Context: an optimization exercise on an open-source flow, tuned for small area, a short achievable clock period and few clock cycles per item. The choices shown serve that exercise and are no tape-out recipe.
At most, simulation tests tie the RTL to the original design; equivalence was not proved.

==> inputs of zinc <==
// c_subset_tokenizer
module c_subset_tokenizer #(
  parameter int VALUE_BITS      = 32,
  parameter int KEYWORD_MAX_LEN = 6
) (
  input  logic        clk,
  input  logic        rst,
  input  logic        in_valid,
  output logic        in_stall,
  input  logic [7:0]  in_byte,
  input  logic        end_of_input,
  output logic        out_valid,
  input  logic        out_stall,
  output logic [5:0]  token_kind,
  output logic [31:0] token_value,
  output logic [2:0]  error_code,
  output logic [31:0] line_number,
  output logic        last_result
);
==> flow/config.mk <==
export PLATFORM = sky130hd
export DESIGN_NAME = c_subset_tokenizer
export DESIGN_NICKNAME = c_subset_tokenizer
export VERILOG_FILES = /design/flow/design.v
export SDC_FILE = /design/flow/constraint.sdc
export NUM_CORES = 4
export LEC_CHECK = 0
export ABC_AREA = 1
export ABC_CLOCK_PERIOD_IN_PS = 3000
export CAP_MARGIN = 20
export CORE_MARGIN = 2
export CORE_UTILIZATION = 60
export CTS_BUF_LIST = sky130_fd_sc_hd__clkbuf_4 sky130_fd_sc_hd__clkbuf_8
export SETUP_SLACK_MARGIN = 4.5
export SLEW_MARGIN = 20
==> flow/constraint.sdc <==
create_clock -name core_clock -period 7.5 [get_ports {clk}]
set_input_delay 1.5000 -clock core_clock [delete_from_list [all_inputs] [get_ports {clk}]]
set_output_delay 1.5000 -clock core_clock [all_outputs]
set_load 0.01 [all_outputs]
standard.sh (not shown) runs the stock make flow with config.mk's settings and CLKGATE_MAP_FILE= SYNTH_SCRIPT=/design/flow/synth_recipe.tcl, a recipe that flattens the netlist after the stock synthesis.
==> flow/flow/run.sh <==
#!/bin/bash
# The standard layout (the standard.sh: standard synthesis, floorplan, placement, CTS,
# routing), with one change: the port buffers that placement inserts on every input and output
# are plain sky130_fd_sc_hd__buf_2 cells instead of the delay cells buffer_ports picks by default.
set -euo pipefail
export BUFFER_PORTS_ARGS="-buffer_cell sky130_fd_sc_hd__buf_2"
bash standard.sh finish > standard_flow.log 2>&1
==> tundra (differences from zinc) <==
--- a/flow/design.v
+++ b/flow/design.v
@@ -147,17 +147,17 @@
         "!": begin tail_mode = M_OP; tail_data = {2'b0, K_NOT}; end
         "<": begin tail_mode = M_OP; tail_data = {2'b0, K_LT}; end
         ">": begin tail_mode = M_OP; tail_data = {2'b0, K_GT}; end
         ".": begin tail_mode = M_OP; tail_data = {2'b0, K_DOT}; end
         8'h27: tail_mode = M_CHAR_OPEN;
         8'h22: tail_mode = M_STR;
         default: begin
           if (is_digit(b)) begin
-            tail_mode = M_INT; tail_data = {4'd0, b[3:0]};
+            tail_mode = M_INT; tail_data = b - 8'd48;
           end else if (is_alpha(b) || b == "_") begin
             tr = 1'b1; tk = K_CHAR_OUT; tv = b; tail_mode = M_IDENT;
             case (b)
               "v": tail_data = {1'b0, 3'd1, W_VOID};
               "i": tail_data = {1'b0, 3'd1, W_INT};
               "c": tail_data = {1'b0, 3'd1, W_CHAR};
               "l": tail_data = {1'b0, 3'd1, W_LONG};
               "e": tail_data = {1'b0, 3'd1, W_ELSE};
@@ -168,50 +168,18 @@
             endcase
           end else begin
             tr = 1'b1; tv = b; te = 1'b1; tail_mode = M_HALT;
           end
         end
       endcase
     end
   end
-  function automatic logic [27:0] add28(input logic [27:0] a, input logic [27:0] c,
-                                        input logic cin);
-    logic [31:0] g, p, gg, pp;
-    g = {4'd0, a & c}; p = {4'd0, a ^ c};
-    gg = g; pp = p;
-    for (int l = 0; l < 5; l++)
-      for (int i = (2 << l) - 1; i < 32; i = i + (2 << l)) begin
-        gg[i] = gg[i] | (pp[i] & gg[i - (1 << l)]);
-        pp[i] = pp[i] & pp[i - (1 << l)];
-      end
-    for (int l = 3; l >= 0; l--)
-      for (int i = 3 * (1 << l) - 1; i < 32; i = i + (2 << l)) begin
-        gg[i] = gg[i] | (pp[i] & gg[i - (1 << l)]);
-        pp[i] = pp[i] & pp[i - (1 << l)];
-      end
-    add28 = p[27:0] ^ ({gg[26:0], 1'b0} | ({pp[26:0], 1'b1} & {28{cin}}));
-  endfunction
-  function automatic logic [31:0] inc32(input logic [31:0] a, input logic cin);
-    logic [31:0] pp;
-    pp = a;
-    for (int l = 0; l < 5; l++)
-      for (int i = (2 << l) - 1; i < 32; i = i + (2 << l))
-        pp[i] = pp[i] & pp[i - (1 << l)];
-    for (int l = 3; l >= 0; l--)
-      for (int i = 3 * (1 << l) - 1; i < 32; i = i + (2 << l))
-        pp[i] = pp[i] & pp[i - (1 << l)];
-    inc32 = a ^ ({pp[30:0], 1'b1} & {32{cin}});
-  endfunction
-  logic [4:0]  acc_lo;
-  logic [27:0] acc_hi;
   logic [31:0] acc_next;
-  assign acc_lo   = {1'b0, data[0], 3'b000} + {1'b0, data[2:0], 1'b0} + {1'b0, b[3:0]};
-  assign acc_hi   = add28(data[28:1], data[30:3], acc_lo[4]);
-  assign acc_next = {acc_hi[27:0], acc_lo[3:0]};
+  assign acc_next = {data[30:0] + {data[28:0], 2'b00}, 1'b0} + {28'd0, b[3:0]};
   logic [2:0] kw_len_w;
   assign kw_len_w = kw_len(kww);
   always_comb begin
     pr = 1'b0; pk = K_END; pv = 32'd0; pe = E_NONE; tail = 1'b0;
     mode_next = mode; data_next = data;
     case (mode)
       M_IDLE: tail = 1'b1;
       M_OP: begin
@@ -308,66 +276,41 @@
         end
       end
     endcase
     if (tail) begin
       mode_next = tail_mode;
       data_next = (tail_mode == M_INT) ? {24'd0, tail_data} : {data[31:8], tail_data};
     end
   end
-  logic       free, adv, use_p, use_t, consume;
-  logic       sv;                
-  logic [7:0] sb;
-  logic       seoi;
-  logic       nl_pend;           
-  logic [5:0] o_kind;
-  logic [7:0] o_val;
-  logic [2:0] o_err;
-  logic       o_last, o_int;
-  assign free    = !out_valid || !out_stall;
-  assign adv     = hv && free;
-  assign use_p   = pr && !second;
-  assign use_t   = !use_p && tail && tr;
-  assign consume = adv && !(use_p && tail && tr);
-  assign in_stall = sv;
-  assign token_kind  = o_kind;
-  assign token_value = {o_int ? data[31:8] : 24'd0, o_val};
-  assign error_code  = o_err;
+  logic has_t, show_p, last, retire;
+  assign has_t  = tail && tr;
+  assign show_p = pr && !second;
+  assign last   = !(show_p && has_t);
+  assign out_valid = hv && (pr || has_t);
+  assign retire   = hv && (!(pr || has_t) || (!out_stall && last));
+  assign in_stall = hv && !retire;
+  assign token_kind  = show_p ? pk : tk;
+  assign token_value = show_p ? pv : {24'd0, tv};
+  assign error_code  = show_p ? pe : (te ? E_BAD_CHAR : E_NONE);
   assign line_number = line_count;
-  assign last_result = o_last;
+  assign last_result = last;
   always_ff @(posedge clk) begin
     if (rst) begin
-      hv <= 1'b0; sv <= 1'b0; second <= 1'b0; mode <= M_IDLE;
-      nl_pend <= 1'b0; out_valid <= 1'b0;
+      hv <= 1'b0; second <= 1'b0; mode <= M_IDLE; line_count <= 32'd1;
     end else begin
-      if (!hv || consume) begin
-        if (sv) begin
-          hv <= 1'b1; sv <= 1'b0;
-        end else hv <= in_valid;
-      end else if (in_valid && !sv) sv <= 1'b1;
-      if (adv) begin
-        out_valid <= use_p || use_t;
-        second <= !consume;
-        nl_pend <= consume && tail && line_inc;
-      end else if (!out_stall) out_valid <= 1'b0;
-      if (consume) mode <= mode_next;
+      if (in_valid && !in_stall) hv <= 1'b1;
+      else if (retire) hv <= 1'b0;
+      if (retire) second <= 1'b0;
+      else if (hv && !out_stall && out_valid) second <= 1'b1;
+      if (retire) begin
+        mode <= mode_next;
+        if (tail && line_inc) line_count <= line_count + 32'd1;
+      end
     end
   end
-  always_ff @(posedge clk)
-    if (rst) line_count <= 32'd1;
-    else if (free) line_count <= inc32(line_count, hv && nl_pend);
   always_ff @(posedge clk) begin
-    if (consume) data <= data_next;
-    if (!hv || consume) begin
-      b <= sv ? sb : in_byte; eoi <= sv ? seoi : end_of_input;
-    end
-    if (hv && !consume && !sv) begin
-      sb <= in_byte; seoi <= end_of_input;
-    end
-    if (adv) begin
-      o_kind <= use_p ? pk : tk;
-      o_val  <= use_p ? pv[7:0] : tv;
-      o_err  <= use_p ? pe : (te ? E_BAD_CHAR : E_NONE);
-      o_last <= !(use_p && tail && tr);
-      o_int  <= use_p && mode == M_INT;
+    if (retire) data <= data_next;
+    if (in_valid && !in_stall) begin
+      b <= in_byte; eoi <= end_of_input;
     end
   end
 endmodule
==> flow/run.sh (new file) <==
#!/bin/bash
# synth_recipe.tcl (not shown) runs the flow's synth.tcl, then flattens the netlist and writes it again
# the make line also repeats each setting of config.mk as NAME=value (left out here)
make -C /OpenROAD-flow-scripts/flow DESIGN_CONFIG=/design/flow/config.mk WORK_HOME=/design/flow/orfs CLKGATE_MAP_FILE= SYNTH_SCRIPT=/design/flow/synth_recipe.tcl finish
ABC_AREA = default   (was 1)
ABC_CLOCK_PERIOD_IN_PS = 4500   (was 3000)
CORE_UTILIZATION = 45   (was 60)
CTS_BUF_LIST = default   (was sky130_fd_sc_hd__clkbuf_4 sky130_fd_sc_hd__clkbuf_8)
SETUP_SLACK_MARGIN = 3   (was 4.5)
removed: flow/flow/run.sh
removed: flow/standard.sh
==> raven (differences from zinc) <==
--- a/flow/design.v
+++ b/flow/design.v
@@ -330,35 +330,33 @@
   assign in_stall = sv;
   assign token_kind  = o_kind;
   assign token_value = {o_int ? data[31:8] : 24'd0, o_val};
   assign error_code  = o_err;
   assign line_number = line_count;
   assign last_result = o_last;
   always_ff @(posedge clk) begin
     if (rst) begin
-      hv <= 1'b0; sv <= 1'b0; second <= 1'b0; mode <= M_IDLE;
+      hv <= 1'b0; sv <= 1'b0; second <= 1'b0; mode <= M_IDLE; line_count <= 32'd1;
       nl_pend <= 1'b0; out_valid <= 1'b0;
     end else begin
       if (!hv || consume) begin
         if (sv) begin
           hv <= 1'b1; sv <= 1'b0;
         end else hv <= in_valid;
       end else if (in_valid && !sv) sv <= 1'b1;
       if (adv) begin
         out_valid <= use_p || use_t;
         second <= !consume;
+        line_count <= inc32(line_count, nl_pend);
         nl_pend <= consume && tail && line_inc;
       end else if (!out_stall) out_valid <= 1'b0;
       if (consume) mode <= mode_next;
     end
   end
-  always_ff @(posedge clk)
-    if (rst) line_count <= 32'd1;
-    else if (free) line_count <= inc32(line_count, hv && nl_pend);
   always_ff @(posedge clk) begin
     if (consume) data <= data_next;
     if (!hv || consume) begin
       b <= sv ? sb : in_byte; eoi <= sv ? seoi : end_of_input;
     end
     if (hv && !consume && !sv) begin
       sb <= in_byte; seoi <= end_of_input;
     end
==> flow/run.sh (new file) <==
#!/bin/bash
# synth_recipe.tcl (not shown) runs the flow's synth.tcl, then flattens the netlist and writes it again
# the make line also repeats each setting of config.mk as NAME=value (left out here)
make -C /OpenROAD-flow-scripts/flow DESIGN_CONFIG=/design/flow/config.mk WORK_HOME=/design/flow/orfs CLKGATE_MAP_FILE= SYNTH_SCRIPT=/design/flow/synth_recipe.tcl finish
CORE_UTILIZATION = 45   (was 60)
CTS_BUF_LIST = default   (was sky130_fd_sc_hd__clkbuf_4 sky130_fd_sc_hd__clkbuf_8)
removed: flow/flow/run.sh
removed: flow/standard.sh
==> xenon (differences from zinc) <==
--- a/flow/design.v
+++ b/flow/design.v
@@ -168,50 +168,18 @@
             endcase
           end else begin
             tr = 1'b1; tv = b; te = 1'b1; tail_mode = M_HALT;
           end
         end
       endcase
     end
   end
-  function automatic logic [27:0] add28(input logic [27:0] a, input logic [27:0] c,
-                                        input logic cin);
-    logic [31:0] g, p, gg, pp;
-    g = {4'd0, a & c}; p = {4'd0, a ^ c};
-    gg = g; pp = p;
-    for (int l = 0; l < 5; l++)
-      for (int i = (2 << l) - 1; i < 32; i = i + (2 << l)) begin
-        gg[i] = gg[i] | (pp[i] & gg[i - (1 << l)]);
-        pp[i] = pp[i] & pp[i - (1 << l)];
-      end
-    for (int l = 3; l >= 0; l--)
-      for (int i = 3 * (1 << l) - 1; i < 32; i = i + (2 << l)) begin
-        gg[i] = gg[i] | (pp[i] & gg[i - (1 << l)]);
-        pp[i] = pp[i] & pp[i - (1 << l)];
-      end
-    add28 = p[27:0] ^ ({gg[26:0], 1'b0} | ({pp[26:0], 1'b1} & {28{cin}}));
-  endfunction
-  function automatic logic [31:0] inc32(input logic [31:0] a, input logic cin);
-    logic [31:0] pp;
-    pp = a;
-    for (int l = 0; l < 5; l++)
-      for (int i = (2 << l) - 1; i < 32; i = i + (2 << l))
-        pp[i] = pp[i] & pp[i - (1 << l)];
-    for (int l = 3; l >= 0; l--)
-      for (int i = 3 * (1 << l) - 1; i < 32; i = i + (2 << l))
-        pp[i] = pp[i] & pp[i - (1 << l)];
-    inc32 = a ^ ({pp[30:0], 1'b1} & {32{cin}});
-  endfunction
-  logic [4:0]  acc_lo;
-  logic [27:0] acc_hi;
   logic [31:0] acc_next;
-  assign acc_lo   = {1'b0, data[0], 3'b000} + {1'b0, data[2:0], 1'b0} + {1'b0, b[3:0]};
-  assign acc_hi   = add28(data[28:1], data[30:3], acc_lo[4]);
-  assign acc_next = {acc_hi[27:0], acc_lo[3:0]};
+  assign acc_next = {data[30:0] + {data[28:0], 2'b00}, 1'b0} + {28'd0, b[3:0]};
   logic [2:0] kw_len_w;
   assign kw_len_w = kw_len(kww);
   always_comb begin
     pr = 1'b0; pk = K_END; pv = 32'd0; pe = E_NONE; tail = 1'b0;
     mode_next = mode; data_next = data;
     case (mode)
       M_IDLE: tail = 1'b1;
       M_OP: begin
@@ -330,35 +298,33 @@
   assign in_stall = sv;
   assign token_kind  = o_kind;
   assign token_value = {o_int ? data[31:8] : 24'd0, o_val};
   assign error_code  = o_err;
   assign line_number = line_count;
   assign last_result = o_last;
   always_ff @(posedge clk) begin
     if (rst) begin
-      hv <= 1'b0; sv <= 1'b0; second <= 1'b0; mode <= M_IDLE;
+      hv <= 1'b0; sv <= 1'b0; second <= 1'b0; mode <= M_IDLE; line_count <= 32'd1;
       nl_pend <= 1'b0; out_valid <= 1'b0;
     end else begin
       if (!hv || consume) begin
         if (sv) begin
           hv <= 1'b1; sv <= 1'b0;
         end else hv <= in_valid;
       end else if (in_valid && !sv) sv <= 1'b1;
       if (adv) begin
         out_valid <= use_p || use_t;
         second <= !consume;
+        line_count <= line_count + {31'd0, nl_pend};
         nl_pend <= consume && tail && line_inc;
       end else if (!out_stall) out_valid <= 1'b0;
       if (consume) mode <= mode_next;
     end
   end
-  always_ff @(posedge clk)
-    if (rst) line_count <= 32'd1;
-    else if (free) line_count <= inc32(line_count, hv && nl_pend);
   always_ff @(posedge clk) begin
     if (consume) data <= data_next;
     if (!hv || consume) begin
       b <= sv ? sb : in_byte; eoi <= sv ? seoi : end_of_input;
     end
     if (hv && !consume && !sv) begin
       sb <= in_byte; seoi <= end_of_input;
     end
==> flow/run.sh (new file) <==
#!/bin/bash
# synth_recipe.tcl (not shown) runs the flow's synth.tcl, then flattens the netlist and writes it again
# the make line also repeats each setting of config.mk as NAME=value (left out here)
make -C /OpenROAD-flow-scripts/flow DESIGN_CONFIG=/design/flow/config.mk WORK_HOME=/design/flow/orfs CLKGATE_MAP_FILE= SYNTH_SCRIPT=/design/flow/synth_recipe.tcl finish
CORE_UTILIZATION = 45   (was 60)
CTS_BUF_LIST = default   (was sky130_fd_sc_hd__clkbuf_4 sky130_fd_sc_hd__clkbuf_8)
removed: flow/flow/run.sh
removed: flow/standard.sh
==> comparison <==
The lowest global-route usage belongs to tundra, the highest to zinc.
Count of clock-buffer cells in the layout: tundra < raven < xenon < zinc.
Utilization, highest first: zinc, xenon, raven, tundra.
Cell count, highest first: xenon, raven, zinc, tundra.
Cell area, highest first: xenon, zinc, raven, tundra.
Die area: xenon > tundra > raven > zinc.
raven completed without violations. zinc passed the timing, DRC and antenna checks. xenon finished clean. tundra finished clean.
Against zinc, the non-clock buffer count of tundra is lower by 44.
Testbench counts of tundra, summed over its fixed seeds: cycles 24,544, bytes 24,324.
Testbench counts of raven, summed over its fixed seeds: cycles 24,552, bytes 24,324.
Only the layout flow was run in zinc and xenon; the RTL was not checked for function there.

[separate check: timing with driven ports]
Ports are ideal in the flow. The routed layouts listed here were re-timed in OpenROAD.
Step 1 assumes that a clkbuf_16 drives the clock port and a buf_2 every other input.
Step 2 also shifts input and output timing later by t, the mid clock arrival at the registers, as if the neighbouring blocks saw the same clock.
a / b / c = ideal ports / drivers / drivers and shift; a / b = the first two.
| run | shift t [ns] | setup WS [ns] | clock arrival spread, ns | worst data-port slew with drivers (ns) |
|---|---|---|---|---|
| zinc | 0.498 | 4.088 / 4.088 / 3.754 | 0.016 / 0.016 | 0.07 |
| tundra | 0.392 | 2.331 / 2.285 / 2.677 | 0.009 / 0.009 | 0.05 |
| raven | 0.457 | 4.287 / 4.287 / 4.110 | 0.014 / 0.014 | 0.04 |
| xenon | 0.479 | 4.310 / 4.261 / 4.265 | 0.019 / 0.018 | 0.04 |
After both steps every run listed still meets setup and hold. The setup slack of zinc, which loses most, moves by 0.000 ns with the drivers and by -0.334 ns with both steps.
